From an optimization exercise on the open Yosys and OpenROAD flow, aimed at small area, a short achievable clock period and few clock cycles per item; shortcuts taken in it are not production practice.
Only simulation tests tie the RTL to the original design; equivalence was not proved.
Power figures rest on the tool's default switching activity, not on a simulated workload.

**flow/config.mk**
```make
export PLATFORM = sky130hd
export DESIGN_NAME = jerk_limited_velocity_ramp
export DESIGN_NICKNAME = jerk_limited_velocity_ramp
export VERILOG_FILES = /design/flow/design.v
export SDC_FILE = /design/flow/constraint.sdc
export NUM_CORES = 4
export LEC_CHECK = 0
export CAP_MARGIN = 30
export CORE_MARGIN = 2
export CORE_UTILIZATION = 60
export SETUP_SLACK_MARGIN = 5.0
export SLEW_MARGIN = 30
```
**flow/constraint.sdc**
```tcl
create_clock -name core_clock -period 12.5 [get_ports {clk}]
set_input_delay 2.5000 -clock core_clock [delete_from_list [all_inputs] [get_ports {clk}]]
set_output_delay 2.5000 -clock core_clock [all_outputs]
set_load 0.01 [all_outputs]
```
**flow/design.v**
```verilog
package jlvr_pkg;
	localparam int DATA_W    = 32;
	localparam int LIM_W     = 31;
	localparam int CFG_IDX_W = 3;
	typedef logic [CFG_IDX_W-1:0] cfg_idx_t;
	localparam cfg_idx_t REG_MAX_ACCEL         = cfg_idx_t'(0);
	localparam cfg_idx_t REG_MAX_VELOCITY      = cfg_idx_t'(1);
	localparam cfg_idx_t REG_JERK_INCR         = cfg_idx_t'(2);
	localparam cfg_idx_t REG_HALF_INVERSE_JERK = cfg_idx_t'(3);
	localparam cfg_idx_t REG_TICK_PERIOD       = cfg_idx_t'(4);
	typedef struct packed {
		logic [LIM_W-1:0]  max_accel;
		logic [LIM_W-1:0]  max_velocity;
		logic [LIM_W-1:0]  jerk_incr;
		logic [DATA_W-1:0] half_inverse_jerk;
		logic [DATA_W-1:0] tick_period;
	} cfg_t;
	localparam int QW  = 94;    
	localparam int LW  = 63;    
	localparam int ZW  = 64;    
	localparam int YW  = 95;    
	localparam int ACC_W = 95;  
	localparam int CH_W  = 16;  
	localparam int C_UP = 0;
	localparam int C_DN = 1;
	localparam int C_ZR = 2;
	localparam int C_PM = 3;
	localparam int C_NM = 4;
endpackage
module jlvr_cfg (
	input  logic                             clk,
	input  logic                             arst_n,
	input  logic                             cfg_we,
	input  logic [jlvr_pkg::CFG_IDX_W-1:0]   cfg_addr,
	input  logic [jlvr_pkg::DATA_W-1:0]      cfg_wdata,
	output jlvr_pkg::cfg_t                   cfg
);
	jlvr_pkg::cfg_t cfg_q;
	always_ff @(posedge clk or negedge arst_n) begin
		if (!arst_n) begin
			cfg_q <= '0;
		end else if (cfg_we) begin
			unique case (cfg_addr)
				jlvr_pkg::REG_MAX_ACCEL:         cfg_q.max_accel         <= cfg_wdata[jlvr_pkg::LIM_W-1:0];
				jlvr_pkg::REG_MAX_VELOCITY:      cfg_q.max_velocity      <= cfg_wdata[jlvr_pkg::LIM_W-1:0];
				jlvr_pkg::REG_JERK_INCR:         cfg_q.jerk_incr         <= cfg_wdata[jlvr_pkg::LIM_W-1:0];
				jlvr_pkg::REG_HALF_INVERSE_JERK: cfg_q.half_inverse_jerk <= cfg_wdata;
				jlvr_pkg::REG_TICK_PERIOD:       cfg_q.tick_period       <= cfg_wdata;
				default: begin
				end
			endcase
		end
	end
	assign cfg = cfg_q;
endmodule
module jlvr_mul (
	input  logic                       clk,
	input  logic [jlvr_pkg::LIM_W-1:0] a,
	input  logic [jlvr_pkg::CH_W-1:0]  b,
	output logic [jlvr_pkg::LIM_W+7:0] prod_hi,
	output logic [jlvr_pkg::LIM_W+7:0] prod_lo
);
	always_ff @(posedge clk) begin
		prod_hi <= (jlvr_pkg::LIM_W+8)'(a) * (jlvr_pkg::LIM_W+8)'(b[15:8]);
		prod_lo <= (jlvr_pkg::LIM_W+8)'(a) * (jlvr_pkg::LIM_W+8)'(b[7:0]);
	end
endmodule
module jlvr_seq (
	input  logic       clk,
	input  logic       arst_n,
	input  logic       restart,
	output logic       busy,
	output logic [1:0] a_sel,    
	output logic [2:0] b_sel,    
	output logic [1:0] chunk,
	output logic       signed_op,
	output logic       acc_valid,
	output logic       first,
	output logic       last,     
	output logic [7:0] dest      
);
	logic [3:0] op_q;
	logic [1:0] ch_q;
	logic       run_q;
	logic       v2_q;
	logic [3:0] op2_q;
	logic [1:0] ch2_q;
	always_comb begin
		a_sel     = 2'd0;
		b_sel     = 3'd0;
		signed_op = 1'b0;
		case (op_q)
			4'd0:  begin a_sel = 2'd0; b_sel = 3'd0; end
			4'd1:  begin a_sel = 2'd1; b_sel = 3'd0; end
			4'd2:  begin a_sel = 2'd2; b_sel = 3'd0; end
			4'd3:  begin a_sel = 2'd0; b_sel = 3'd1; end
			4'd4:  begin a_sel = 2'd1; b_sel = 3'd1; end
			4'd5:  begin a_sel = 2'd2; b_sel = 3'd1; signed_op = 1'b1; end
			4'd6:  begin a_sel = 2'd0; b_sel = 3'd2; end
			4'd7:  begin a_sel = 2'd2; b_sel = 3'd2; signed_op = 1'b1; end
			4'd8:  begin a_sel = 2'd1; b_sel = 3'd2; end
			4'd9:  begin a_sel = 2'd1; b_sel = 3'd3; end
			default: begin a_sel = 2'd2; b_sel = 3'd4; end
		endcase
	end
	always_comb begin
		dest = 8'd0;
		case (op2_q)
			4'd0:  dest[0] = 1'b1;
			4'd1:  dest[1] = 1'b1;
			4'd2:  dest[2] = 1'b1;
			4'd3:  dest[3] = 1'b1;
			4'd4:  dest[4] = 1'b1;
			4'd5:  dest[5] = 1'b1;
			4'd6:  dest[6] = 1'b1;
			4'd7:  dest[7] = 1'b1;
			4'd8:  dest[0] = 1'b1;
			4'd9:  dest[1] = 1'b1;
			default: dest[2] = 1'b1;
		endcase
	end
	assign chunk     = ch_q;
	assign acc_valid = v2_q;
	assign first     = (ch2_q == ((op2_q >= 4'd6) ? 2'd3 : 2'd1));
	assign last      = (ch2_q == 2'd0);
	assign busy      = run_q || v2_q;
	always_ff @(posedge clk or negedge arst_n) begin
		if (!arst_n) begin
			run_q <= 1'b1;
			op_q  <= 4'd0;
			ch_q  <= 2'd1;
			v2_q  <= 1'b0;
		end else if (restart) begin
			run_q <= 1'b1;
			op_q  <= 4'd0;
			ch_q  <= 2'd1;
			v2_q  <= 1'b0;
		end else begin
			v2_q <= run_q;
			if (run_q) begin
				if (ch_q == 2'd0) begin
					op_q <= op_q + 4'd1;
					ch_q <= (op_q >= 4'd5) ? 2'd3 : 2'd1;
					if (op_q == 4'd10) begin
						run_q <= 1'b0;
					end
				end else begin
					ch_q <= ch_q - 2'd1;
				end
			end
		end
	end
	always_ff @(posedge clk) begin
		op2_q <= op_q;
		ch2_q <= ch_q;
	end
endmodule
module jerk_limited_velocity_ramp (
	input  logic                                    clk,
	input  logic                                    arst_n,
	input  logic                                    cfg_we,
	input  logic [jlvr_pkg::CFG_IDX_W-1:0]          cfg_addr,
	input  logic [jlvr_pkg::DATA_W-1:0]             cfg_wdata,
	input  logic                                    in_valid,
	output logic                                    in_ready,
	input  logic signed [jlvr_pkg::DATA_W-1:0]      target_velocity,
	output logic                                    out_valid,
	input  logic                                    out_ready,
	output logic signed [jlvr_pkg::DATA_W-1:0]      velocity_out,
	output logic signed [jlvr_pkg::DATA_W-1:0]      accel_out
);
	localparam int QW = jlvr_pkg::QW;
	localparam int LW = jlvr_pkg::LW;
	localparam int ZW = jlvr_pkg::ZW;
	localparam int YW = jlvr_pkg::YW;
	localparam int AW = jlvr_pkg::ACC_W;
	jlvr_pkg::cfg_t cfg;
	logic signed [31:0] vel_q;
	logic signed [31:0] accel_q;
	logic               out_valid_q;
	logic [QW-1:0] x_q;
	logic [YW-1:0] y_q;
	logic [ZW-1:0] z_q;
	logic [QW-1:0] k_q;
	logic [QW-1:0] m_q;
	logic [QW-1:0] n_q;
	logic [LW-1:0] jd_q;
	logic [LW-1:0] ad_q;
	logic [AW-1:0] pacc_q;
	jlvr_cfg u_cfg (
		.clk       (clk),
		.arst_n    (arst_n),
		.cfg_we    (cfg_we),
		.cfg_addr  (cfg_addr),
		.cfg_wdata (cfg_wdata),
		.cfg       (cfg)
	);
	logic [30:0] amax;
	logic [30:0] vmax;
	logic [30:0] jerk;
	assign amax = cfg.max_accel;
	assign vmax = cfg.max_velocity;
	assign jerk = cfg.jerk_incr;
	logic               ph_q;        
	logic               cond_q;      
	logic signed [31:0] tgt_q;       
	logic               tv_q;        
	logic signed [33:0] vm34;
	logic signed [31:0] vel_eff;
	logic               snap_eff;
	logic signed [31:0] accel_eff;
	logic signed [31:0] nvmax_q;
	assign vm34      = $signed({3'd0, vmax});
	assign vel_eff   = vel_q;
	always_ff @(posedge clk or negedge arst_n) begin
		if (!arst_n) begin
			nvmax_q <= '0;
		end else if (cfg_we && cfg_addr == jlvr_pkg::REG_MAX_VELOCITY) begin
			nvmax_q <= -$signed({1'b0, cfg_wdata[30:0]});
		end
	end
	logic               snap_q;
	assign snap_eff  = snap_q;
	assign accel_eff = snap_eff ? 32'sd0 : accel_q;
	logic       restart;
	logic       busy;
	logic [1:0] a_sel;
	logic [2:0] b_sel;
	logic [1:0] chunk;
	logic       signed_op;
	logic       acc_valid;
	logic       first;
	logic       last;
	logic [7:0] dest;
	assign restart = cfg_we;
	jlvr_seq u_seq (
		.clk       (clk),
		.arst_n    (arst_n),
		.restart   (restart),
		.busy      (busy),
		.a_sel     (a_sel),
		.b_sel     (b_sel),
		.chunk     (chunk),
		.signed_op (signed_op),
		.acc_valid (acc_valid),
		.first     (first),
		.last      (last),
		.dest      (dest)
	);
	logic        a_neg;
	logic [31:0] a_negated;
	logic [30:0] a_mag;
	logic [30:0] a_mag_q;
	assign a_neg     = accel_eff[31];
	assign a_negated = -accel_eff;
	always_ff @(posedge clk) begin
		a_mag_q <= a_neg ? a_negated[30:0] : accel_eff[30:0];
	end
	assign a_mag     = a_mag_q;
	logic [30:0] mul_a;
	logic [63:0] mul_bsrc;
	logic [15:0] mul_b;
	logic        sub2_q;
	always_comb begin
		case (a_sel)
			2'd0:    mul_a = jerk;
			2'd1:    mul_a = amax;
			default: mul_a = a_mag;
		endcase
		case (b_sel)
			3'd0:    mul_bsrc = {32'd0, cfg.half_inverse_jerk};
			3'd1:    mul_bsrc = {32'd0, cfg.tick_period};
			3'd2:    mul_bsrc = {1'b0, n_q[62:0]};
			3'd3:    mul_bsrc = {1'b0, m_q[62:0]};
			default: mul_bsrc = {1'b0, x_q[62:0]};
		endcase
		case (chunk)
			2'd0:    mul_b = mul_bsrc[15:0];
			2'd1:    mul_b = mul_bsrc[31:16];
			2'd2:    mul_b = mul_bsrc[47:32];
			default: mul_b = mul_bsrc[63:48];
		endcase
	end
	always_ff @(posedge clk) begin
		sub2_q <= signed_op && a_neg;
	end
	logic [38:0] prod_hi;
	logic [38:0] prod_lo;
	jlvr_mul u_mul (
		.clk     (clk),
		.a       (mul_a),
		.b       (mul_b),
		.prod_hi (prod_hi),
		.prod_lo (prod_lo)
	);
	logic [AW-1:0] pacc_base;
	logic [AW-1:0] pacc_d;
	logic [AW-1:0] pp_hi;
	logic [AW-1:0] pp_lo;
	assign pacc_base = first ? '0 : (pacc_q << jlvr_pkg::CH_W);
	assign pp_hi     = (AW'(prod_hi) << 8) ^ {AW{sub2_q}};
	assign pp_lo     = AW'(prod_lo) ^ {AW{sub2_q}};
	assign pacc_d    = pacc_base + pp_hi + pp_lo + {{(AW-2){1'b0}}, sub2_q, 1'b0};
	always_ff @(posedge clk) begin
		if (acc_valid) begin
			pacc_q <= pacc_d;
		end
	end
	logic [4:0]         case1_q;     
	logic               sn_q;        
	logic accept;
	logic go;
	assign in_ready = !tv_q || ph_q;
	assign accept   = in_valid && in_ready;
	assign go       = tv_q && !ph_q && !busy && (!out_valid_q || out_ready);
	logic [QW-1:0] x_eff;
	logic [YW-1:0] y_eff;
	logic [ZW-1:0] z_eff;
	assign x_eff = snap_q ? '0 : x_q;
	assign y_eff = snap_q ? '0 : y_q;
	assign z_eff = snap_q ? '0 : z_q;
	logic [53:0]        coast;
	logic               c_big;
	logic signed [35:0] sc36;
	logic signed [35:0] t36;
	logic signed [35:0] e36;
	logic               e_gt1;
	logic               e_ltm1;
	logic               w_pos;
	logic               w_neg;
	logic               a_neg1;
	logic [35:0]        cx36;
	logic [35:0]        ecin;
	assign a_neg1 = accel_q[31];
	assign coast  = snap_eff ? 54'd0 : x_q[QW-1:40];
	assign c_big  = |coast[53:33];
	assign cx36   = {3'd0, coast[32:0]} ^ {36{!a_neg1}};
	assign ecin   = a_neg1 ? 36'd1 : 36'd2;
	assign t36    = 36'(tgt_q);
	logic [35:0] tu36;
	logic [35:0] vu36;
	logic [35:0] mu36;
	assign tu36   = t36;
	assign vu36   = 36'(vel_q);
	assign mu36   = {5'd0, vmax};
	logic [35:0] r36;
	assign r36    = (~vu36) + cx36 + ecin;
	assign e36    = $signed(tu36 + r36);
	assign e_gt1  = !e36[35] && (|e36[34:1]);
	assign e_ltm1 = e36[35] && !(&e36[34:0]);
	assign w_pos  = c_big ? a_neg1 : e_gt1;
	assign w_neg  = c_big ? !a_neg1 : e_ltm1;
	logic signed [33:0] a34;
	logic signed [33:0] j34;
	logic signed [33:0] am34;
	assign a34  = 34'(accel_q);
	assign j34  = $signed({3'd0, jerk});
	assign am34 = $signed({3'd0, amax});
	logic lt_up_p;
	logic gt_dn_n;
	logic up_low;
	logic dn_high;
	logic lt_nj;
	logic gt_j;
	assign lt_up_p = a34 < am34 - j34;
	assign gt_dn_n = a34 > j34 - am34;
	assign up_low  = a34 + j34 < -am34;
	assign dn_high = a34 - j34 > am34;
	assign lt_nj   = a34 < -j34;
	assign gt_j    = a34 > j34;
	logic [4:0] s_neg;
	logic [4:0] cond;
	assign s_neg[jlvr_pkg::C_UP] = ((a34 <<< 1) + j34) < 0;
	assign s_neg[jlvr_pkg::C_DN] = ((a34 <<< 1) - j34) < 0;
	assign s_neg[jlvr_pkg::C_ZR] = a_neg1;
	assign s_neg[jlvr_pkg::C_PM] = (a34 + am34) < 0;
	assign s_neg[jlvr_pkg::C_NM] = (a34 - am34) < 0;
	assign cond[jlvr_pkg::C_UP]  = (a34 >= -(j34 <<< 1)) && (a34 <= 0);
	assign cond[jlvr_pkg::C_DN]  = (a34 >= 0) && (a34 <= (j34 <<< 1));
	assign cond[jlvr_pkg::C_ZR]  = 1'b1;
	assign cond[jlvr_pkg::C_PM]  = am34 <= j34;
	assign cond[jlvr_pkg::C_NM]  = am34 <= j34;
	logic [4:0] case_wp;
	logic [4:0] case_wn;
	logic [4:0] case_w0;
	logic [4:0] case1;
	assign case_wp = lt_up_p ? (up_low ? 5'b10000 : 5'b00001) : 5'b01000;
	assign case_wn = gt_dn_n ? (dn_high ? 5'b01000 : 5'b00010) : 5'b10000;
	assign case_w0 = lt_nj ? (up_low ? 5'b10000 : 5'b00001) :
		gt_j ? (dn_high ? 5'b01000 : 5'b00010) : 5'b00100;
	logic       j_lt_am;
	logic [4:0] zcase_wp;
	logic [4:0] zcase_wn;
	logic [4:0] zs_neg;
	logic [4:0] zcond;
	logic [4:0] case1r;
	logic [4:0] case1z;
	assign j_lt_am  = j34 < am34;
	assign zcase_wp = j_lt_am ? 5'b00001 : 5'b01000;
	assign zcase_wn = j_lt_am ? 5'b00010 : 5'b10000;
	assign zs_neg   = {(amax != 31'd0), 1'b0, 1'b0, (jerk != 31'd0), 1'b0};
	assign zcond    = {!j_lt_am, !j_lt_am, 1'b1, 1'b1, 1'b1};
	assign case1r   = w_pos ? case_wp : (w_neg ? case_wn : case_w0);
	assign case1z   = w_pos ? zcase_wp : (w_neg ? zcase_wn : 5'b00100);
	assign case1    = snap_eff ? case1z : case1r;
	logic sel_z2_q;    
	logic sel_z1_q;    
	logic sel_k_q;     
	logic sel_m_q;     
	logic dn_q;        
	logic neg_q;       
	logic c_up;
	logic c_dn;
	logic c_st;
	logic c_pm;
	logic c_nm;
	assign c_up = case1_q[jlvr_pkg::C_UP];
	assign c_dn = case1_q[jlvr_pkg::C_DN];
	assign c_st = c_up || c_dn;
	assign c_pm = case1_q[jlvr_pkg::C_PM];
	assign c_nm = case1_q[jlvr_pkg::C_NM];
	logic signed [67:0] z68;
	logic signed [67:0] pbase;
	logic signed [67:0] poff;
	logic signed [67:0] qsum;
	logic signed [33:0] v1;
	assign z68   = 68'($signed(z_q));
	assign pbase = ((z68 <<< 1) & {68{sel_z2_q}}) | (z68 & {68{sel_z1_q}});
	logic [67:0] poff_m;
	logic        poff_n;
	assign poff_m = ({5'd0, jd_q} & {68{sel_k_q}}) | ({5'd0, ad_q} & {68{sel_m_q}});
	assign poff_n = neg_q;
	assign poff   = $signed(poff_m ^ {68{poff_n}});
	assign qsum   = $signed({vel_q[31:0], 33'd0}) + pbase + poff + $signed({67'd0, poff_n}) + (sn_q ? 68'sh1_FFFF_FFFF : 68'sd0);
	assign v1    = qsum[66:33];
	logic signed [31:0] vel_d;
	logic signed [67:0] qhi;
	logic signed [67:0] qlo;
	logic signed [67:0] vmx_hi;
	logic signed [67:0] vmx_lo;
	assign vmx_hi = $signed({~{4'd0, vmax}, 33'd0});
	assign vmx_lo = $signed({{4'd0, vmax}, 33'd0});
	assign qhi   = $signed({vel_q[31:0], 33'd0}) + pbase + poff + $signed({67'd0, poff_n}) + (sn_q ? 68'sh1_FFFF_FFFF : 68'sd0) + vmx_hi;
	assign qlo   = $signed({vel_q[31:0], 33'd0}) + pbase + poff + $signed({67'd0, poff_n}) + (sn_q ? 68'sh1_FFFF_FFFF : 68'sd0) + vmx_lo;
	assign vel_d = !qhi[67] ? {1'b0, vmax} : (qlo[67] ? nvmax_q : v1[31:0]);
	logic [31:0]   acc_step;
	logic [31:0]   accel_d;
	logic [QW-1:0] x_d;
	logic [YW-1:0] y_d;
	logic [ZW-1:0] z_d;
	logic [QW-1:0] xa;
	logic [QW-1:0] xb;
	logic [QW-1:0] xc;
	logic [YW-1:0] ya;
	logic [YW-1:0] yb;
	logic [ZW-1:0] za;
	logic [ZW-1:0] zb;
	logic [31:0] amax_n;
	assign amax_n   = ~{1'b0, amax} + 32'd1;
	assign acc_step = accel_q + ({1'b0, jerk} ^ {32{c_dn}}) + 32'(c_dn);
	assign accel_d  = c_st ? acc_step : c_pm ? {1'b0, amax} : c_nm ? amax_n : 32'd0;
	assign xa  = (x_q & {QW{sel_z2_q}}) | (m_q & {QW{sel_m_q}});
	assign xb  = ({y_q[QW-2:0], 1'b0} & {QW{sel_z2_q}}) ^ {QW{dn_q}};
	assign xc  = k_q & {QW{sel_k_q}};
	assign x_d = xa + xb + xc + QW'(dn_q);
	assign ya  = y_q & {YW{sel_z2_q}};
	assign yb  = (({1'b0, k_q} & {YW{sel_k_q}}) | ({1'b0, n_q} & {YW{sel_m_q}})) ^ {YW{neg_q}};
	assign y_d = ya + yb + YW'(neg_q);
	assign za  = z_q & {ZW{sel_z2_q}};
	assign zb  = (({1'b0, jd_q} & {ZW{sel_k_q}}) | ({1'b0, ad_q} & {ZW{sel_m_q}})) ^ {ZW{neg_q}};
	assign z_d = za + zb + ZW'(neg_q);
	always_ff @(posedge clk) begin
		if (acc_valid && last) begin
			if (dest[0]) n_q  <= pacc_d[QW-1:0];
			if (dest[1]) m_q  <= pacc_d[QW-1:0];
			if (dest[2]) x_q  <= pacc_d[QW-1:0];
			if (dest[3]) jd_q <= pacc_d[LW-1:0];
			if (dest[4]) ad_q <= pacc_d[LW-1:0];
			if (dest[5]) z_q  <= pacc_d[ZW-1:0];
			if (dest[6]) k_q  <= pacc_d[QW-1:0];
			if (dest[7]) y_q  <= pacc_d[YW-1:0];
		end else if (ph_q) begin
			x_q <= x_d;
			y_q <= y_d;
			z_q <= z_d;
		end
		if (go) begin
			sel_z2_q <= (case1[jlvr_pkg::C_UP] || case1[jlvr_pkg::C_DN]) && !snap_eff;
			sel_z1_q <= !(case1[jlvr_pkg::C_UP] || case1[jlvr_pkg::C_DN]) && !snap_eff;
			sel_k_q  <= case1[jlvr_pkg::C_UP] || case1[jlvr_pkg::C_DN];
			sel_m_q  <= case1[jlvr_pkg::C_PM] || case1[jlvr_pkg::C_NM];
			dn_q     <= case1[jlvr_pkg::C_DN];
			neg_q    <= case1[jlvr_pkg::C_DN] || case1[jlvr_pkg::C_NM];
			case1_q <= case1;
			sn_q    <= snap_eff ? |(case1z & zs_neg) : |(case1r & s_neg);
		end
		if (accept) begin
			tgt_q   <= target_velocity;
		end
	end
	always_ff @(posedge clk or negedge arst_n) begin
		if (!arst_n) begin
			vel_q       <= '0;
			accel_q     <= '0;
			out_valid_q <= 1'b0;
			ph_q        <= 1'b0;
			tv_q        <= 1'b0;
			cond_q      <= 1'b0;
			snap_q      <= 1'b0;
		end else begin
			if (cfg_we) begin
				accel_q  <= accel_eff;
				cond_q   <= 1'b0;
				snap_q   <= 1'b0;
			end else if (go) begin
				accel_q  <= accel_eff;
			end else if (ph_q) begin
				vel_q    <= vel_d;
				accel_q  <= accel_d;
				snap_q   <= cond_q && (v1 == 34'(tgt_q));
			end
			if (go) begin
				cond_q <= snap_eff ? |(case1z & zcond) : |(case1r & cond);
			end
			if (accept) begin
				tv_q <= 1'b1;
			end else if (ph_q) begin
				tv_q <= 1'b0;
			end
			if (ph_q) begin
				out_valid_q <= 1'b1;
				ph_q        <= 1'b0;
			end else begin
				if (out_ready) begin
					out_valid_q <= 1'b0;
				end
				if (go) begin
					ph_q <= 1'b1;
				end
			end
		end
	end
	assign out_valid    = out_valid_q;
	assign velocity_out = vel_eff;
	assign accel_out    = accel_eff;
endmodule
```
**flow/run.sh**
```bash
#!/bin/bash
# synth_recipe.tcl (not shown) runs the flow's synth.tcl, then flattens the netlist and writes it again
# the make line also repeats each setting of config.mk as NAME=value (left out here)
make -C /OpenROAD-flow-scripts/flow DESIGN_CONFIG=/design/flow/config.mk WORK_HOME=/design/flow/orfs CLKGATE_MAP_FILE= SYNTH_SCRIPT=/design/flow/synth_recipe.tcl finish
```
==> summary.txt, run 1 <==
outcome=complete, no violations; Tot GR Track Use=0.447; largest fanout on the critical path=6; drt drc=0; Pre-antenna DRT Iters=13; Worst Setup EP=vel_q[30]$_DFFE_PN0P_; die area=191,000 um^2; Seq cells post-synth=1,166; Worst EP arrival=8.60 ns; Initial Util=0.605; Synth-to-Final Area Change=12.6%; post-synthesis sequential area ratio=0.289; Tmin final=7.88 ns; ys flop type=edfxtp_1; IO buf count=137; standard-cell rows=158; Leakage=0.0563 uW; r2r endpoint=vel_q[30]$_DFFE_PN0P_; Final period util=0.631; most common library cell in the layout ignoring fill and taps=ha_1; Synth Net Count=13,903; Final Max Slew Viols=0; Vias=100,683; Fin Hold WS=0.492 ns; CTS H-tree depth=4; Max VDD drop=360 uV; worst clock skew=0.0364 ns; initial antenna violation count=37; Die Wd=437 um; total chip power=29,300 uW; clock power share=0.147; Placeable Area=186,000 um^2; Hold Vio Cnt, Final=0; Layout fillers=14,330; Die H=437 um; CTS root buffer=clkbuf_16; final non-filler cell total=14,896; IO Pins=138; via/cell ratio=6.76; Max Root-Sink Buffers=3; overall routed net length=441,000 um; Pint=15,200 uW; Hold Crit Class=register to register; synth top area cells=edfxtp_1, ha_1, fa_1, dfrtp_1, xnor2_1; pin count of the biggest net entering global routing=212; element type at the critical path end=register; Max Freq=0.127 GHz; critical path launch point type=register; GP Congestion=1.10; Setup CP Type=register to register; power density over the cells=231 nW/um^2; total CTS buffers=140; share of layout cells above drive strength 1=0.101; Detailed Route Iter0 Violations=13,368; Worst-path clk slew=0.07 ns; Netlist cell types=108; Post-synth EDFFs=778; CTS tree=yes; grt ovf=0; hold-fix buffers at CTS=0; detailed-route wire length per cell=29.6 um; post-synth top area share=0.208; Max Cap Viol=0; Yosys warnings=4; Setup violations, final=0; Worst R2R Path Depth=36; clock latency on the worst-skew pair=0.85 ns; slew margin rel.=0.211; most frequent cells in the layout=ha_1, nor2_1, a21oi_1; Worst Setup SP=sel_k_q$_DFFE_PP_; Post-Syn Instances=12,046; first-pass GRT wire length=637,000 um; Avg Inst Size Synth=9.34 um^2; Slowest cell on crit path=o41ai_4; Yosys top cell by area=edfxtp_1; RSZ-0062 raised after global routing=true; Slew @ Worst Pin=1.15 ns; Mapped Area=112,000 um^2; Critical Path RT=13.22 ns; HPWL Detailed=322,000 um; Psw=14,100 uW; vias in the first global route=97,700; Sink Count=1,166; crit-path max cell delay=0.64 ns; Placed Cells=14,385; Sequential Power Share=0.205; reg-to-reg startpoint=sel_k_q$_DFFE_PP_; DRT antenna net count=0; # nets final=14,129; sw frac=0.480; Logic pwr share=0.648; setup TNS=0 ns; FFs w/ async S/R, synth=0.227; R2R Setup Slk=4.62 ns
## synth_stat cells (60+ instances only)
| cell type | n |
|---|---|
| o21ai_0 | 713 |
| dfrtp_1 | 263 |
| xnor2_1 | 700 |
| dfxtp_1 | 123 |
| nand3_1 | 189 |
| ha_1 | 1215 |
| and2_1 | 352 |
| a21o_1 | 529 |
| o21a_1 | 119 |
| nand4_1 | 164 |
| inv_1 | 827 |
| nand2_1 | 702 |
| a21oi_1 | 854 |
| o21bai_1 | 137 |
| mux2_2 | 103 |
| nor4_1 | 72 |
| nand2b_1 | 147 |
| a22oi_1 | 87 |
| nor3_1 | 164 |
| or2_2 | 83 |
| nor2b_1 | 189 |
| o211ai_1 | 74 |
| a31oi_1 | 75 |
| a211oi_1 | 62 |
| o31ai_1 | 60 |
| and3_1 | 62 |
| clkbuf_1 | 461 |
| fa_1 | 570 |
| nor2_1 | 934 |
| a22o_1 | 122 |
| edfxtp_1 | 778 |
| xor2_1 | 377 |
## through the flow
stage	cell area (um^2)	worst slack (ns)	utilization
floorplan	113000	5.00	-
global placement	117000	3.04	0.631
detailed placement	117000	2.88	0.631
CTS	125000	4.86	0.672
global route	127000	4.50	0.681
finish	127000	4.62	0.682
## sequential cells by signal, summed over array words and instances, names as in the netlist, 3 cells and up
register and flops:
a_mag_q 31, accel_q 32, ad_q 63, case1_q 4, dest 8, jd_q 63, k_q 94, m_q 94
n_q 93, nvmax_q 32, pacc_q 78, tgt_q 32, u_cfg.cfg_q 156, u_mul.prod_hi 39, u_mul.prod_lo 39, u_seq.op2_q 3
u_seq.op_q 4, vel_q 32, x_q 94, y_q 93, z_q 64
## layer usage
| metal | vias up | share of wire | GRT usage |
|---|---|---|---|
| li1 | 43377 | - | - |
| met2 | 6930 | 0.42 | 0.661 |
| met5 | - | 0.00092 | 0.00227 |
| met4 | 34 | 0.080 | 0.287 |
| met3 | 1587 | 0.13 | 0.134 |
| met1 | 48755 | 0.37 | 0.569 |
## power by group through the flow
stage	Combinational (uW)	Clock [uW]	Sequential [uW]
floorplan	11000	0	5790
global placement	16000	0	6040
detailed placement	16400	0	6050
CTS	17300	4320	5970
global route	20400	4460	6010
finish	19000	4320	6010
## layout make-up
type	instances	area, um^2	share of cell area
diodes	30	75.1	0.000593
clock buffers	180	3770	0.0297
clock inverters	76	932	0.00736
inverters	833	3150	0.0249
multi-input cells	9526	77100	0.609
flip-flops and latches	1166	32500	0.257
well taps	2480	3100	0.0245
repair buffers	605	6070	0.0479
## worst min path at each step
stage,cells past startpoint,to,start
final,2,nvmax_q[4]$_DFFE_PN0P_,nvmax_q[4]$_DFFE_PN0P_
after global routing,1,u_cfg.cfg_q[49]$_DFFE_PN0P_,u_cfg.cfg_q[49]$_DFFE_PN0P_
after CTS,2,nvmax_q[16]$_DFFE_PN0P_,nvmax_q[16]$_DFFE_PN0P_
after detailed placement,2,nvmax_q[16]$_DFFE_PN0P_,nvmax_q[16]$_DFFE_PN0P_
after global placement,2,nvmax_q[16]$_DFFE_PN0P_,nvmax_q[16]$_DFFE_PN0P_
after floorplan,0,u_seq.ch2_q[1]$_DFF_P_,u_seq.ch_q[1]$_DFFE_PN0P_
## critical path: cells and delay by family (launching register included)
family | cells | cell delay (ns)
flip-flops | 1 | 0.44
adder cells (fa/ha/maj) | 3 | 1.17
XOR/XNOR | 2 | 0.30
buffers and inverters | 6 | 0.94
AO/OA/AOI/OAI | 21 | 4.65
AND/OR/NAND/NOR | 4 | 0.23
## what timing repair did
action	CTS	global route
setup buffers	113	76
gates resized for setup	298	211
cloned	24	8
pin swaps	150	173
setup endpoints to repair	122	97
hold endpoints to repair	0	0
## cells by family (layout without fill, tap and decap cells)
group | after synthesis | after routing | share of synthesized area
AOI/OAI and AO/OA | 3266 | 3268 | 0.188
xor gates and xnor gates | 1078 | 1078 | 0.0841
adders and majority gates | 1785 | 1785 | 0.237
buffers and inverters | 1362 | 1694 | 0.0457
DFF | 1166 | 1166 | 0.289
muxes | 165 | 165 | 0.0160
other | 0 | 30 | 0
and+or+nand+nor | 3224 | 3230 | 0.141
Testbench counts, summed over its fixed seeds: cycles 17,088, items 8,000.
==> run 2: changes to the inputs <==
--- a/flow/design.v
+++ b/flow/design.v
@@ -69,6 +69,7 @@
 	input  logic       clk,
 	input  logic       arst_n,
 	input  logic       restart,
+	input  logic       skip_a,
 	output logic       busy,
 	output logic [1:0] a_sel,    
 	output logic [2:0] b_sel,    
@@ -92,14 +93,14 @@
 		case (op_q)
 			4'd0:  begin a_sel = 2'd0; b_sel = 3'd0; end
 			4'd1:  begin a_sel = 2'd1; b_sel = 3'd0; end
-			4'd2:  begin a_sel = 2'd2; b_sel = 3'd0; end
-			4'd3:  begin a_sel = 2'd0; b_sel = 3'd1; end
-			4'd4:  begin a_sel = 2'd1; b_sel = 3'd1; end
-			4'd5:  begin a_sel = 2'd2; b_sel = 3'd1; signed_op = 1'b1; end
-			4'd6:  begin a_sel = 2'd0; b_sel = 3'd2; end
-			4'd7:  begin a_sel = 2'd2; b_sel = 3'd2; signed_op = 1'b1; end
-			4'd8:  begin a_sel = 2'd1; b_sel = 3'd2; end
-			4'd9:  begin a_sel = 2'd1; b_sel = 3'd3; end
+			4'd2:  begin a_sel = 2'd0; b_sel = 3'd1; end
+			4'd3:  begin a_sel = 2'd1; b_sel = 3'd1; end
+			4'd4:  begin a_sel = 2'd0; b_sel = 3'd2; end
+			4'd5:  begin a_sel = 2'd1; b_sel = 3'd2; end
+			4'd6:  begin a_sel = 2'd1; b_sel = 3'd3; end
+			4'd7:  begin a_sel = 2'd2; b_sel = 3'd0; end
+			4'd8:  begin a_sel = 2'd2; b_sel = 3'd1; signed_op = 1'b1; end
+			4'd9:  begin a_sel = 2'd0; b_sel = 3'd4; signed_op = 1'b1; end
 			default: begin a_sel = 2'd2; b_sel = 3'd4; end
 		endcase
 	end
@@ -108,20 +109,24 @@
 		case (op2_q)
 			4'd0:  dest[0] = 1'b1;
 			4'd1:  dest[1] = 1'b1;
-			4'd2:  dest[2] = 1'b1;
-			4'd3:  dest[3] = 1'b1;
-			4'd4:  dest[4] = 1'b1;
-			4'd5:  dest[5] = 1'b1;
-			4'd6:  dest[6] = 1'b1;
-			4'd7:  dest[7] = 1'b1;
-			4'd8:  dest[0] = 1'b1;
-			4'd9:  dest[1] = 1'b1;
+			4'd2:  dest[3] = 1'b1;
+			4'd3:  dest[4] = 1'b1;
+			4'd4:  dest[6] = 1'b1;
+			4'd5:  dest[0] = 1'b1;
+			4'd6:  dest[1] = 1'b1;
+			4'd7:  dest[2] = 1'b1;
+			4'd8:  dest[5] = 1'b1;
+			4'd9:  dest[7] = 1'b1;
 			default: dest[2] = 1'b1;
 		endcase
 	end
 	assign chunk     = ch_q;
 	assign acc_valid = v2_q;
-	assign first     = (ch2_q == ((op2_q >= 4'd6) ? 2'd3 : 2'd1));
+	logic four2;
+	logic four_next;
+	assign four2     = (op2_q >= 4'd4 && op2_q <= 4'd6) || op2_q >= 4'd9;
+	assign four_next = (op_q >= 4'd3 && op_q <= 4'd5) || op_q >= 4'd8;
+	assign first     = (ch2_q == (four2 ? 2'd3 : 2'd1));
 	assign last      = (ch2_q == 2'd0);
 	assign busy      = run_q || v2_q;
 	always_ff @(posedge clk or negedge arst_n) begin
@@ -140,8 +145,8 @@
 			if (run_q) begin
 				if (ch_q == 2'd0) begin
 					op_q <= op_q + 4'd1;
-					ch_q <= (op_q >= 4'd5) ? 2'd3 : 2'd1;
-					if (op_q == 4'd10) begin
+					ch_q <= four_next ? 2'd3 : 2'd1;
+					if (op_q == 4'd10 || (op_q == 4'd6 && skip_a)) begin
 						run_q <= 1'b0;
 					end
 				end else begin
@@ -237,6 +242,7 @@
 		.clk       (clk),
 		.arst_n    (arst_n),
 		.restart   (restart),
+		.skip_a    (snap_q),
 		.busy      (busy),
 		.a_sel     (a_sel),
 		.b_sel     (b_sel),
@@ -506,12 +512,12 @@
 			ph_q        <= 1'b0;
 			tv_q        <= 1'b0;
 			cond_q      <= 1'b0;
-			snap_q      <= 1'b0;
+			snap_q      <= 1'b1;
 		end else begin
 			if (cfg_we) begin
 				accel_q  <= accel_eff;
 				cond_q   <= 1'b0;
-				snap_q   <= 1'b0;
+				snap_q   <= (accel_eff == 32'sd0);
 			end else if (go) begin
 				accel_q  <= accel_eff;
 			end else if (ph_q) begin
==> run 2 against run 1 <==
- largest power group unchanged
- clock skew up 0.015 ns
- largest cell class unchanged
- global-route usage increased by 1.4 points
- register-to-register slack gained 0.02 ns
- setup slack better by 0.025 ns
- non-clock buffer count is 51 higher
- hold slack got worse by 0.011 ns
==> summary.txt, run 2 <==
RSZ-0062 raised after global routing=true (unchanged); GP Congestion=1.05 (was 1.10); pin count of the biggest net entering global routing=138 (was 212); critical path launch point type=register (unchanged); R2R Setup Slk=4.64 ns (was 4.62 ns); most frequent cells in the layout=ha_1, nor2_1, a21oi_1 (unchanged); standard-cell rows=160 (was 158); Critical path buffers and inverters=7 (was 6); Vias=104,861 (was 100,683); Hold Crit Class=register to register (unchanged); die area=195,000 um^2 (was 191,000 um^2); Post-DP Area=119,000 um^2 (was 117,000 um^2); total CTS buffers=141 (was 140); Pre-antenna DRT Iters=17 (was 13); Die Wd=441 um (was 437 um); hold-fix buffers at CTS=0 (unchanged); Placeable Area=190,000 um^2 (was 186,000 um^2); CTS tree=yes (unchanged); mux contribution to synthesized area=0.0144 (was 0.0160); hold depth=0 (was 2); largest family of logic cells by synthesized area=adder cells (unchanged); most common library cell in the layout ignoring fill and taps=ha_1 (unchanged); Worst EP arrival=8.56 ns (was 8.60 ns); synth top area cells=edfxtp_1, ha_1, fa_1, dfrtp_1, xnor2_1 (unchanged); post-synthesis simple-gate area fraction=0.146 (was 0.141); Yosys top cell by area=edfxtp_1 (unchanged); Synth Area in Compound Gates=0.193 (was 0.188); Tot GR Track Use=0.461 (was 0.447); Final Max Slew Viols=0 (unchanged); Setup violations, final=0 (unchanged); Placed Cells=14,851 (was 14,385); Detailed Route Iter0 Violations=14,731 (was 13,368); Layout fillers=14,661 (was 14,330); Worst-path clk slew=0.06 ns (was 0.07 ns); CP most frequent cell=fa_1; Max Cap Viol=0 (unchanged); Seq cells post-synth=1,167 (was 1,166); HPWL Detailed=345,000 um (was 322,000 um); via/cell ratio=6.80 (was 6.76); Leakage=0.0571 uW (was 0.0563 uW); Synth Net Count=14,393 (was 13,903); FFs w/ async S/R, synth=0.227 (about the same); CTS root buffer=clkbuf_16 (unchanged); share of layout cells above drive strength 1=0.115 (was 0.101); Max Root-Sink Buffers=3 (unchanged); Post-synth top cells=ha_1, nor2_1, a21oi_1, nand2_1, inv_1 (was ha_1, nor2_1, a21oi_1, inv_1, edfxtp_1); Slowest cell on crit path=a222oi_1 (was o41ai_4); outcome=complete, no violations (unchanged); clock latency on the worst-skew pair=0.84 ns (was 0.85 ns); first-pass GRT wire length=663,000 um (was 637,000 um); Post-Syn Instances=12,534 (was 12,046); vias in the first global route=99,799 (was 97,700); max reg flops=156 (unchanged); power density over the cells=248 nW/um^2 (was 231 nW/um^2); final non-filler cell total=15,416 (was 14,896); Synth-to-Final Area Change=13.4% (was 12.6%); Multi-input gate area=79,900 um^2 (was 77,100 um^2); Worst R2R Path Depth=34 (was 36); largest fanout on the critical path=7 (was 6); Critical Path RT=13.20 ns (was 13.22 ns); Post-Synth Adder-Cell Area=0.232 (was 0.237); overall routed net length=466,000 um (was 441,000 um); Die H=441 um (was 437 um); grt ovf=0 (unchanged); element type at the critical path end=register (unchanged); Max VDD drop=533 uV (was 360 uV); # nets final=14,615 (was 14,129); IO buf count=137 (unchanged); IO Pins=138 (unchanged); Avg Inst Size Synth=9.16 um^2 (was 9.34 um^2); setup TNS=0 ns (unchanged); Slew @ Worst Pin=1.19 ns (was 1.15 ns); Mapped Area=115,000 um^2 (was 112,000 um^2); CTS H-tree depth=4 (unchanged); Yosys warnings=4 (unchanged); drt drc=0 (unchanged); most common cell in the synthesized netlist=ha_1 (unchanged); slew margin rel.=0.204 (was 0.211); Levels on crit path=34 (was 36); Max Freq=0.127 GHz (about the same); crit-path max cell delay=0.72 ns (was 0.64 ns); post-synth top area share=0.204 (was 0.208); Tmin final=7.86 ns (was 7.88 ns); Fin Hold WS=0.480 ns (was 0.492 ns); Post-synth EDFFs=778 (unchanged); Setup CP Type=register to register (unchanged); Hold Vio Cnt, Final=0 (unchanged); detailed-route wire length per cell=30.2 um (was 29.6 um); post-route cell area=130,000 um^2 (was 127,000 um^2); Netlist cell types=110 (was 108); Sink Count=1,167 (was 1,166); post-synthesis sequential area ratio=0.283 (was 0.289); DRT antenna net count=0 (unchanged); Final period util=0.629 (was 0.631); total chip power=32,300 uW (was 29,300 uW); most flop-heavy register=u_cfg.cfg_q (unchanged); worst clock skew=0.0510 ns (was 0.0364 ns); Largest delay share family, worst path=compound AO/OA/AOI/OAI gates (unchanged); ys flop type=edfxtp_1 (unchanged); sequential cell area=32,500 um^2 (about the same); Initial Util=0.603 (was 0.605); initial antenna violation count=42 (was 37); XOR/XNOR Fraction of Synth Area=0.0841 (about the same)
==> run 2: path summary, 6_finish.rpt <==
| check | from | end |
|---|---|---|
| min in group asynchronous | arst_n | vel_q[11]$_DFFE_PN0P_ |
| worst min-delay path | u_seq.op_q[1]$_DFFE_PN0P_ | u_seq.op2_q[1]$_DFF_P_ |
| worst min register to register | u_seq.op_q[1]$_DFFE_PN0P_ | u_seq.op2_q[1]$_DFF_P_ |
| worst max register to register | u_seq.op_q[0]$_DFFE_PN0P_ | u_mul.prod_hi[38]$_DFF_P_ |
| worst max-delay path | u_seq.op_q[0]$_DFFE_PN0P_ | u_mul.prod_hi[38]$_DFF_P_ |
| max in group asynchronous | arst_n | u_cfg.cfg_q[68]$_DFFE_PN0P_ |
==> run 2: power by group <==
part	total, uW	switching (uW)	leakage [uW]	internal (uW)
clock	4390	1920	0.00233	2470
combinational	21700	13500	0.0434	8250
sequential	6190	600	0.0114	5590
total	32300	16000	0.0571	16300
==> run 2: final cells by class <==
| class | instances | share of cell area |
|---|---|---|
| Timing Repair Buffer | 656 | 0.0502 |
| Clock buffer | 172 | 0.0289 |
| Antenna cell | 32 | 0.000615 |
| Inverter | 835 | 0.0243 |
| Clock inverter | 88 | 0.00798 |
| Sequential cell | 1167 | 0.250 |
| Multi-Input combinational cell | 9955 | 0.614 |
| Tap cell | 2511 | 0.0241 |
==> run 2: through the flow <==
step           utilization  setup slack (ns)
2_1_floorplan            -              5.00
3_3_place_gp         0.627              2.69
3_5_place_dp         0.628              2.87
4_1_cts              0.671              4.99
5_1_grt              0.684              4.50
6_report             0.684              4.64
==> run 2: per-layer routing <==
| layer | wire (um) | GRT usage | vias up |
|---|---|---|---|
| met3 | 64700 | 0.161 | 1779 |
| met2 | 191000 | 0.657 | 7431 |
| met4 | 37400 | 0.296 | 32 |
| li1 | - | - | 45016 |
| met5 | 367 | 0.00489 | - |
| met1 | 172000 | 0.595 | 50603 |
==> run 2: timing repair <==
item                                    in CTS  in global routing
endpoints found under the setup margin     102                 99
setup buffers                              143                 96
resized for setup                          345                321
pin swaps                                   95                219
cloned                                      24                  6
==> run 2: kinds of logic (layout without fill, tap and decap cells) <==
logic type	Yosys count	after routing
AOI/OAI and AO/OA	3442	3444
xor gates and xnor gates	1097	1097
adders and majority gates	1787	1787
buffers and inverters	1419	1751
DFF	1167	1167
muxes	152	152
other	0	32
and+or+nand+nor	3470	3475
Testbench counts of run 2, summed over its fixed seeds: cycles 16,920, items 8,000.
==> run 3: changes to the inputs <==
--- a/flow/design.v
+++ b/flow/design.v
@@ -77,6 +77,7 @@
 	output logic       signed_op,
 	output logic       acc_valid,
 	output logic       first,
+	output logic       four_acc,  
 	output logic       last,     
 	output logic [7:0] dest      
 );
@@ -120,13 +121,16 @@
 			default: dest[2] = 1'b1;
 		endcase
 	end
-	assign chunk     = ch_q;
+	logic four_cur;
+	assign four_cur  = (op_q >= 4'd4 && op_q <= 4'd6) || op_q >= 4'd9;
+	assign chunk     = (four_cur ? 2'd3 : 2'd1) - ch_q;
 	assign acc_valid = v2_q;
 	logic four2;
 	logic four_next;
 	assign four2     = (op2_q >= 4'd4 && op2_q <= 4'd6) || op2_q >= 4'd9;
 	assign four_next = (op_q >= 4'd3 && op_q <= 4'd5) || op_q >= 4'd8;
 	assign first     = (ch2_q == (four2 ? 2'd3 : 2'd1));
+	assign four_acc  = four2;
 	assign last      = (ch2_q == 2'd0);
 	assign busy      = run_q || v2_q;
 	always_ff @(posedge clk or negedge arst_n) begin
@@ -191,7 +195,6 @@
 	logic [QW-1:0] n_q;
 	logic [LW-1:0] jd_q;
 	logic [LW-1:0] ad_q;
-	logic [AW-1:0] pacc_q;
 	jlvr_cfg u_cfg (
 		.clk       (clk),
 		.arst_n    (arst_n),
@@ -232,6 +235,7 @@
 	logic [1:0] a_sel;
 	logic [2:0] b_sel;
 	logic [1:0] chunk;
+	logic       four_acc;
 	logic       signed_op;
 	logic       acc_valid;
 	logic       first;
@@ -247,6 +251,7 @@
 		.a_sel     (a_sel),
 		.b_sel     (b_sel),
 		.chunk     (chunk),
+		.four_acc  (four_acc),
 		.signed_op (signed_op),
 		.acc_valid (acc_valid),
 		.first     (first),
@@ -299,17 +304,22 @@
 		.prod_hi (prod_hi),
 		.prod_lo (prod_lo)
 	);
-	logic [AW-1:0] pacc_base;
+	logic [48:0]   pacc_w;
+	logic [47:0]   pacc_l;
+	logic [48:0]   pacc_wb;
+	logic [48:0]   pp_hi;
+	logic [48:0]   pp_lo;
+	logic [48:0]   pacc_s;
 	logic [AW-1:0] pacc_d;
-	logic [AW-1:0] pp_hi;
-	logic [AW-1:0] pp_lo;
-	assign pacc_base = first ? '0 : (pacc_q << jlvr_pkg::CH_W);
-	assign pp_hi     = (AW'(prod_hi) << 8) ^ {AW{sub2_q}};
-	assign pp_lo     = AW'(prod_lo) ^ {AW{sub2_q}};
-	assign pacc_d    = pacc_base + pp_hi + pp_lo + {{(AW-2){1'b0}}, sub2_q, 1'b0};
+	assign pacc_wb = first ? '0 : {{16{pacc_w[48]}}, pacc_w[48:16]};
+	assign pp_hi   = {2'd0, prod_hi, 8'd0} ^ {49{sub2_q}};
+	assign pp_lo   = {10'd0, prod_lo} ^ {49{sub2_q}};
+	assign pacc_s  = pacc_wb + pp_hi + pp_lo + {47'd0, sub2_q, 1'b0};
+	assign pacc_d  = four_acc ? {pacc_s[46:0], pacc_l} : {{30{pacc_s[48]}}, pacc_s, pacc_l[47:32]};
 	always_ff @(posedge clk) begin
 		if (acc_valid) begin
-			pacc_q <= pacc_d;
+			pacc_w <= pacc_s;
+			pacc_l <= {pacc_s[15:0], pacc_l[47:16]};
 		end
 	end
 	logic [4:0]         case1_q;     
==> run 3 against run 2 <==
- clock skew up 0.019 ns
- hold slack worse by 0.028 ns
- via count down 1.9%
- final cell count down 2.1%
- clock-buffer cell count up 3
- maximum frequency down 4.9%
- sequential power up 0.8%
- still clean
- largest power group unchanged
- register-to-register slack worse by 0.41 ns
==> summary.txt, run 3 <==
post-synthesis sequential area ratio=0.288 (was 0.283); Seq cells post-synth=1,170 (was 1,167); largest family of logic cells by synthesized area=adder cells (unchanged); Slew @ Worst Pin=1.14 ns (was 1.19 ns); Largest delay share family, worst path=compound AO/OA/AOI/OAI gates (unchanged); Yosys top cell by area=edfxtp_1 (unchanged); post-synth top area share=0.207 (was 0.204); Detailed Route Iter0 Violations=13,314 (was 14,731); grt ovf=0 (unchanged); first-pass GRT wire length=656,000 um (was 663,000 um); Hold Crit Class=register to register (unchanged); HPWL Detailed=332,000 um (was 345,000 um); Max Cap Viol=0 (unchanged); Post-DP Area=118,000 um^2 (was 119,000 um^2); Critical path buffers and inverters=10 (was 7); synth top area cells=edfxtp_1, ha_1, fa_1, xnor2_1, dfrtp_1 (was edfxtp_1, ha_1, fa_1, dfrtp_1, xnor2_1); slew margin rel.=0.238 (was 0.204); IO buf count=137 (unchanged); Die H=438 um (was 441 um); Yosys warnings=4 (unchanged); power density over the cells=266 nW/um^2 (was 248 nW/um^2); Post-synth top cells=ha_1, nor2_1, a21oi_1, nand2_1, inv_1 (unchanged); Avg Inst Size Synth=9.29 um^2 (was 9.16 um^2); Leakage=0.0568 uW (was 0.0571 uW); GR Util met2=0.677 (was 0.657); Multi-input gate area=78,700 um^2 (was 79,900 um^2); most common cell in the synthesized netlist=ha_1 (unchanged); FFs w/ async S/R, synth=0.226 (was 0.227); GR Layer Usage met3=0.145 (was 0.161); setup TNS=0 ns (unchanged); standard-cell rows=159 (was 160); post-route cell area=130,000 um^2 (about the same); Hold Vio Cnt, Final=0 (unchanged); Setup CP Type=register to register (unchanged); M1 GR Usage=0.565 (was 0.595); Max Root-Sink Buffers=3 (unchanged); GRT Max-Usage Layer=met2 (unchanged); most common library cell in the layout ignoring fill and taps=ha_1 (unchanged); most frequent cells in the layout=ha_1, nor2_1, nand2_1 (was ha_1, nor2_1, a21oi_1); Slowest cell on crit path=a222oi_1 (unchanged); Initial Util=0.604 (was 0.603); Fin Hold WS=0.453 ns (was 0.480 ns); clock latency on the worst-skew pair=0.89 ns (was 0.84 ns); ys flop type=edfxtp_1 (unchanged); Sink Count=1,170 (was 1,167); sequential cell area=32,600 um^2 (was 32,500 um^2); hold-fix buffers at CTS=0 (unchanged); Critical Path RT=13.25 ns (was 13.20 ns); IO Pins=138 (unchanged); CTS H-tree depth=4 (unchanged); Final Max Slew Viols=0 (unchanged); Vias=102,875 (was 104,861); max reg flops=156 (unchanged); Tmin final=8.27 ns (was 7.86 ns); Placeable Area=188,000 um^2 (was 190,000 um^2); XOR/XNOR Fraction of Synth Area=0.0813 (was 0.0841); outcome=complete, no violations (unchanged); share of layout cells above drive strength 1=0.124 (was 0.115); initial antenna violation count=41 (was 42); Max Freq=0.121 GHz (was 0.127 GHz); detailed-route wire length per cell=30.4 um (was 30.2 um); # nets final=14,284 (was 14,615); Setup violations, final=0 (unchanged); via/cell ratio=6.82 (was 6.80); Mapped Area=113,000 um^2 (was 115,000 um^2); Post-Syn Instances=12,192 (was 12,534); die area=192,000 um^2 (was 195,000 um^2); Max VDD drop=396 uV (was 533 uV); Pre-antenna DRT Iters=17 (unchanged); mux contribution to synthesized area=0.0166 (was 0.0144); Netlist cell types=119 (was 110); most flop-heavy register=u_cfg.cfg_q (unchanged); Worst EP arrival=9.02 ns (was 8.56 ns); post-synthesis simple-gate area fraction=0.146 (about the same); critical path launch point type=register (unchanged); Worst-path clk slew=0.06 ns (about the same); worst clock skew=0.0702 ns (was 0.0510 ns); CTS root buffer=clkbuf_16 (unchanged); Tot GR Track Use=0.460 (was 0.461); RSZ-0062 raised after global routing=true (unchanged); Synth Area in Compound Gates=0.189 (was 0.193); GP Congestion=1.05 (about the same); largest fanout on the critical path=5 (was 7); total CTS buffers=139 (was 141); drt drc=0 (unchanged); Synth-to-Final Area Change=14.4% (was 13.4%); element type at the critical path end=register (unchanged); Synth Net Count=14,021 (was 14,393); Layout fillers=14,183 (was 14,661); overall routed net length=458,000 um (was 466,000 um); Die Wd=438 um (was 441 um); vias in the first global route=99,759 (was 99,799); Post-synth EDFFs=781 (was 778); pin count of the biggest net entering global routing=156 (was 138); Final period util=0.661 (was 0.629); crit-path max cell delay=0.84 ns (was 0.72 ns); DRT antenna net count=0 (unchanged); Post-Synth Adder-Cell Area=0.233 (was 0.232); CTS tree=yes (unchanged); Final Util=0.691 (was 0.684)
-- run 3: through the flow --
stage,std cells,setup WS (ns),power [uW]
after floorplan,12192,4.98,17700
after global placement,14502,2.52,24900
after detailed placement,14504,2.68,25300
after CTS,14936,4.56,31800
after global routing,15069,4.21,35900
final,15095,4.23,34500
-- run 3: worst paths after layout --
| path | from | end | slack [ns] | depth (start not counted) |
|---|---|---|---|---|
| max in group asynchronous | arst_n | u_cfg.cfg_q[2]$_DFFE_PN0P_ | 9.33 | 2 |
| hold reg to reg | pacc_l[22]$_DFFE_PP_ | pacc_l[6]$_DFFE_PP_ | 0.45 | 0 |
| hold / removal | pacc_l[22]$_DFFE_PP_ | pacc_l[6]$_DFFE_PP_ | 0.45 | 0 |
| setup / recovery | u_seq.op_q[1]$_DFFE_PN0P_ | u_mul.prod_lo[38]$_DFF_P_ | 4.23 | 35 |
| min in group asynchronous | arst_n | accel_q[10]$_DFFE_PN0P_ | 1.74 | 1 |
| setup reg to reg | u_seq.op_q[1]$_DFFE_PN0P_ | u_mul.prod_lo[38]$_DFF_P_ | 4.23 | 35 |
-- run 3: metal layers --
layer	share of wire	vias to the layer above	routed length, um
met1	0.35	49819	162000
met3	0.13	2049	60000
met4	0.096	42	43800
met2	0.42	7046	192000
li1	-	43919	-
met5	0.0010	-	475
-- run 3: layout make-up --
cell class,count,area share
antenna,29,0.000560
clock buffer,175,0.0289
clock inverter,82,0.0106
inverter,844,0.0247
multi-input combinational,9629,0.608
sequential,1170,0.252
tap,2495,0.0241
timing repair buffer,671,0.0520
-- run 3: report_power, final --
| group | internal (uW) | total, uW | leakage (uW) | switching [uW] |
|---|---|---|---|---|
| logic | 8480 | 23700 | 0.0428 | 15200 |
| clock network | 2680 | 4610 | 0.00245 | 1940 |
| registers | 5760 | 6240 | 0.0115 | 476 |
-- run 3: cell families after synthesis --
logic type                 Yosys count
xor gates and xnor gates          1035
muxes                              169
adders and majority gates         1757
and+or+nand+nor                   3376
buffers and inverters             1394
AOI/OAI and AO/OA                 3291
DFF                               1170
-- run 3: what timing repair did --
item	in CTS	in global routing
gates cloned	17	10
pin swaps	201	208
setup buffers	158	117
resized for setup	375	382
setup endpoints to repair	142	121
Testbench counts of run 3, summed over its fixed seeds: cycles 16,920, items 8,000.
==> run 4: changes to the inputs <==
--- a/flow/config.mk
+++ b/flow/config.mk
@@ -7,6 +7,8 @@
 export LEC_CHECK = 0
 export CAP_MARGIN = 30
 export CORE_MARGIN = 2
-export CORE_UTILIZATION = 60
+export CORE_UTILIZATION = 55
+export CTS_CLUSTER_DIAMETER = 80
+export CTS_CLUSTER_SIZE = 30
 export SETUP_SLACK_MARGIN = 5.0
 export SLEW_MARGIN = 30
==> run 4 against run 3 <==
- sequential share of layout area increased by 0.11 points
- combinational power decreased by 3%
- clock-buffer cell count decreased by 71
- hold slack improved by 0.0088 ns
- final cell count increased by 1.1%
- via count decreased by 1.5%
- clock skew increased by 0.022 ns
- routed wire length increased by 1.2%
- critical path type unchanged
- critical endpoint is now u_mul.prod_hi[38]$_DFF_P_
- largest power group unchanged
==> summary.txt, run 4 <==
outcome=complete, no violations (unchanged); Final Max Slew Viols=0 (unchanged); pin count of the biggest net entering global routing=86 (was 156); Fin Hold WS=0.461 ns (was 0.453 ns); Max VDD drop=394 uV (was 396 uV); Post-synth EDFFs=781 (unchanged); slew margin rel.=0.228 (was 0.238); total CTS buffers=96 (was 139); HPWL Detailed=347,000 um (was 332,000 um); vias in the first global route=97,495 (was 99,759); hold-fix buffers at CTS=0 (unchanged); critical path launch point type=register (unchanged); Placeable Area=205,000 um^2 (was 188,000 um^2); GP Congestion=1.05 (about the same); Avg Inst Size Synth=9.29 um^2 (unchanged); worst clock skew=0.0922 ns (was 0.0702 ns); Die Wd=458 um (was 438 um); post-route cell area=129,000 um^2 (was 130,000 um^2); DRT antenna net count=0 (unchanged); most flop-heavy register=u_cfg.cfg_q (unchanged); most common library cell in the layout ignoring fill and taps=ha_1 (unchanged); IO buf count=137 (unchanged); via/cell ratio=6.64 (was 6.82); Die H=458 um (was 438 um); Sink Count=1,170 (unchanged); standard-cell rows=166 (was 159); clock latency on the worst-skew pair=0.86 ns (was 0.89 ns); Hold Vio Cnt, Final=0 (unchanged); Setup violations, final=0 (unchanged); Max Root-Sink Buffers=3 (unchanged); setup TNS=0 ns (unchanged); Max Freq=0.123 GHz (was 0.121 GHz); post-synth top area share=0.207 (unchanged); synth top area cells=edfxtp_1, ha_1, fa_1, xnor2_1, dfrtp_1 (unchanged); largest fanout on the critical path=7 (was 5); Vias=101,363 (was 102,875); Critical Path RT=13.23 ns (was 13.25 ns); RSZ-0062 raised after global routing=true (unchanged); crit-path max cell delay=0.78 ns (was 0.84 ns); Post-synth top cells=ha_1, nor2_1, a21oi_1, nand2_1, inv_1 (unchanged); final non-filler cell total=15,258 (was 15,095); Slew @ Worst Pin=1.16 ns (was 1.14 ns); detailed-route wire length per cell=30.4 um (about the same); Placed Cells=14,728 (was 14,504); Final period util=0.649 (was 0.661); Largest delay share family, worst path=compound AO/OA/AOI/OAI gates (unchanged); Max Cap Viol=0 (unchanged); Worst-path clk slew=0.10 ns (was 0.06 ns); drt drc=0 (unchanged); Critical path buffers and inverters=10 (unchanged); max reg flops=156 (unchanged); most common cell in the synthesized netlist=ha_1 (unchanged); Yosys top cell by area=edfxtp_1 (unchanged); initial antenna violation count=45 (was 41); Tmin final=8.12 ns (was 8.27 ns); Pre-antenna DRT Iters=9 (was 17); Worst EP arrival=8.84 ns (was 9.02 ns); Hold Crit Class=register to register (unchanged); Synth Net Count=14,021 (unchanged); # nets final=14,270 (was 14,284); CTS tree=yes (unchanged); Post-Syn Instances=12,192 (unchanged); Mapped Area=113,000 um^2 (unchanged); Netlist cell types=119 (unchanged); Initial Util=0.553 (was 0.604); die area=210,000 um^2 (was 192,000 um^2); FFs w/ async S/R, synth=0.226 (unchanged); element type at the critical path end=register (unchanged); power density over the cells=255 nW/um^2 (was 266 nW/um^2); overall routed net length=464,000 um (was 458,000 um); CP most frequent cell=fa_1; CTS H-tree depth=3 (was 4); Yosys warnings=4 (unchanged); Synth-to-Final Area Change=14.0% (was 14.4%); Slowest cell on crit path=a222oi_1 (unchanged); Leakage=0.0564 uW (was 0.0568 uW); ys flop type=edfxtp_1 (unchanged); Layout fillers=16,966 (was 14,183); post-synthesis sequential area ratio=0.288 (unchanged); CTS root buffer=clkbuf_16 (unchanged); Detailed Route Iter0 Violations=12,713 (was 13,314); Post-DP Area=118,000 um^2 (about the same); IO Pins=138 (unchanged); Seq cells post-synth=1,170 (unchanged); Tot GR Track Use=0.428 (was 0.460); first-pass GRT wire length=662,000 um (was 656,000 um); share of layout cells above drive strength 1=0.123 (was 0.124); most frequent cells in the layout=ha_1, nor2_1, nand2_1 (unchanged); grt ovf=0 (unchanged); Setup CP Type=register to register (unchanged)
run 4: kinds of logic (layout without fill, tap and decap cells):
family,Yosys count,after routing,share of synthesized area
simple gates,3376,3380,0.146
fa+ha+maj,1757,1757,0.233
mux,169,169,0.0166
xor+xnor,1035,1035,0.0813
buf+inv,1394,1722,0.0471
compound gates,3291,3292,0.189
flops,1170,1170,0.288
other cells,0,45,0
run 4: final timing paths:
check	from	end	slack [ns]	cells past startpoint
hold reg to reg	pacc_l[24]$_DFFE_PP_	pacc_l[8]$_DFFE_PP_	0.46	0
max in group asynchronous	arst_n	u_cfg.cfg_q[99]$_DFFE_PN0P_	8.97	3
hold / removal	pacc_l[24]$_DFFE_PP_	pacc_l[8]$_DFFE_PP_	0.46	0
min in group asynchronous	arst_n	accel_q[5]$_DFFE_PN0P_	1.67	1
setup reg to reg	u_seq.op_q[0]$_DFFE_PN0P_	u_mul.prod_hi[38]$_DFF_P_	4.38	35
setup / recovery	u_seq.op_q[0]$_DFFE_PN0P_	u_mul.prod_hi[38]$_DFF_P_	4.38	35
run 4: timing repair:
action,CTS,global route
pin swaps,105,228
hold endpoints to repair,0,0
endpoints found under the setup margin,132,91
cloned,27,11
resized for setup,393,396
setup buffers,148,116
run 4: cell type report:
type                       instances  area [um^2]  area share
multi-input combinational       9633        79000       0.612
sequential                      1170        32600       0.253
timing repair buffer             696         7000      0.0543
tap                             2688         3360      0.0261
inverter                         844         3210      0.0249
clock buffer                     104         2460      0.0191
clock inverter                    78         1260     0.00975
antenna                           45          113    0.000873
run 4: power by group:
part	switching, uW	internal (uW)
registers	464	5760
clock network	1970	1680
logic	15000	8010
total	17400	15500
run 4: metal layers:
| metal | vias up | wire (um) | GRT usage |
|---|---|---|---|
| met1 | 49456 | 174000 | 0.552 |
| met4 | 22 | 39300 | 0.292 |
| met2 | 6488 | 194000 | 0.631 |
| met5 | - | 143 | 0 |
| met3 | 1514 | 56000 | 0.110 |
| li1 | 43883 | - | - |
run 4: through the flow:
| step | worst slack, ns | power, uW | utilization |
|---|---|---|---|
| after detailed placement | 2.66 | 25800 | 0.578 |
| final | 4.38 | 32900 | 0.631 |
| after global routing | 4.24 | 34300 | 0.630 |
| after floorplan | 4.98 | 17700 | - |
| after CTS | 4.68 | 30700 | 0.615 |
| after global placement | 2.27 | 25400 | 0.577 |

-- re-timing with driven ports --
In the flow no input, the clock included, has a driving cell. The finished layouts below were timed again as built, in two steps. Step 1, drivers: a clkbuf_16 drives clk and a buf_2 each remaining input, both assumed. Step 2 also shifts input and output timing later by t, the mid clock arrival at the registers, as if the neighbouring blocks saw the same clock. Three values: ideal ports, drivers, drivers and shift; two values: the first two.
| run | t, ns | slack for setup (ns) | pins driven straight from the clock port |
|---|---|---|---|
| run 1 | 0.931 | 4.617 / 4.617 / 4.617 | 1 |
| run 2 | 0.917 | 4.642 / 4.642 / 4.642 | 1 |
| run 3 | 0.950 | 4.233 / 4.233 / 4.233 | 1 |
| run 4 | 0.907 | 4.385 / 4.385 / 4.385 | 1 |
After both steps every run listed still meets setup and hold.
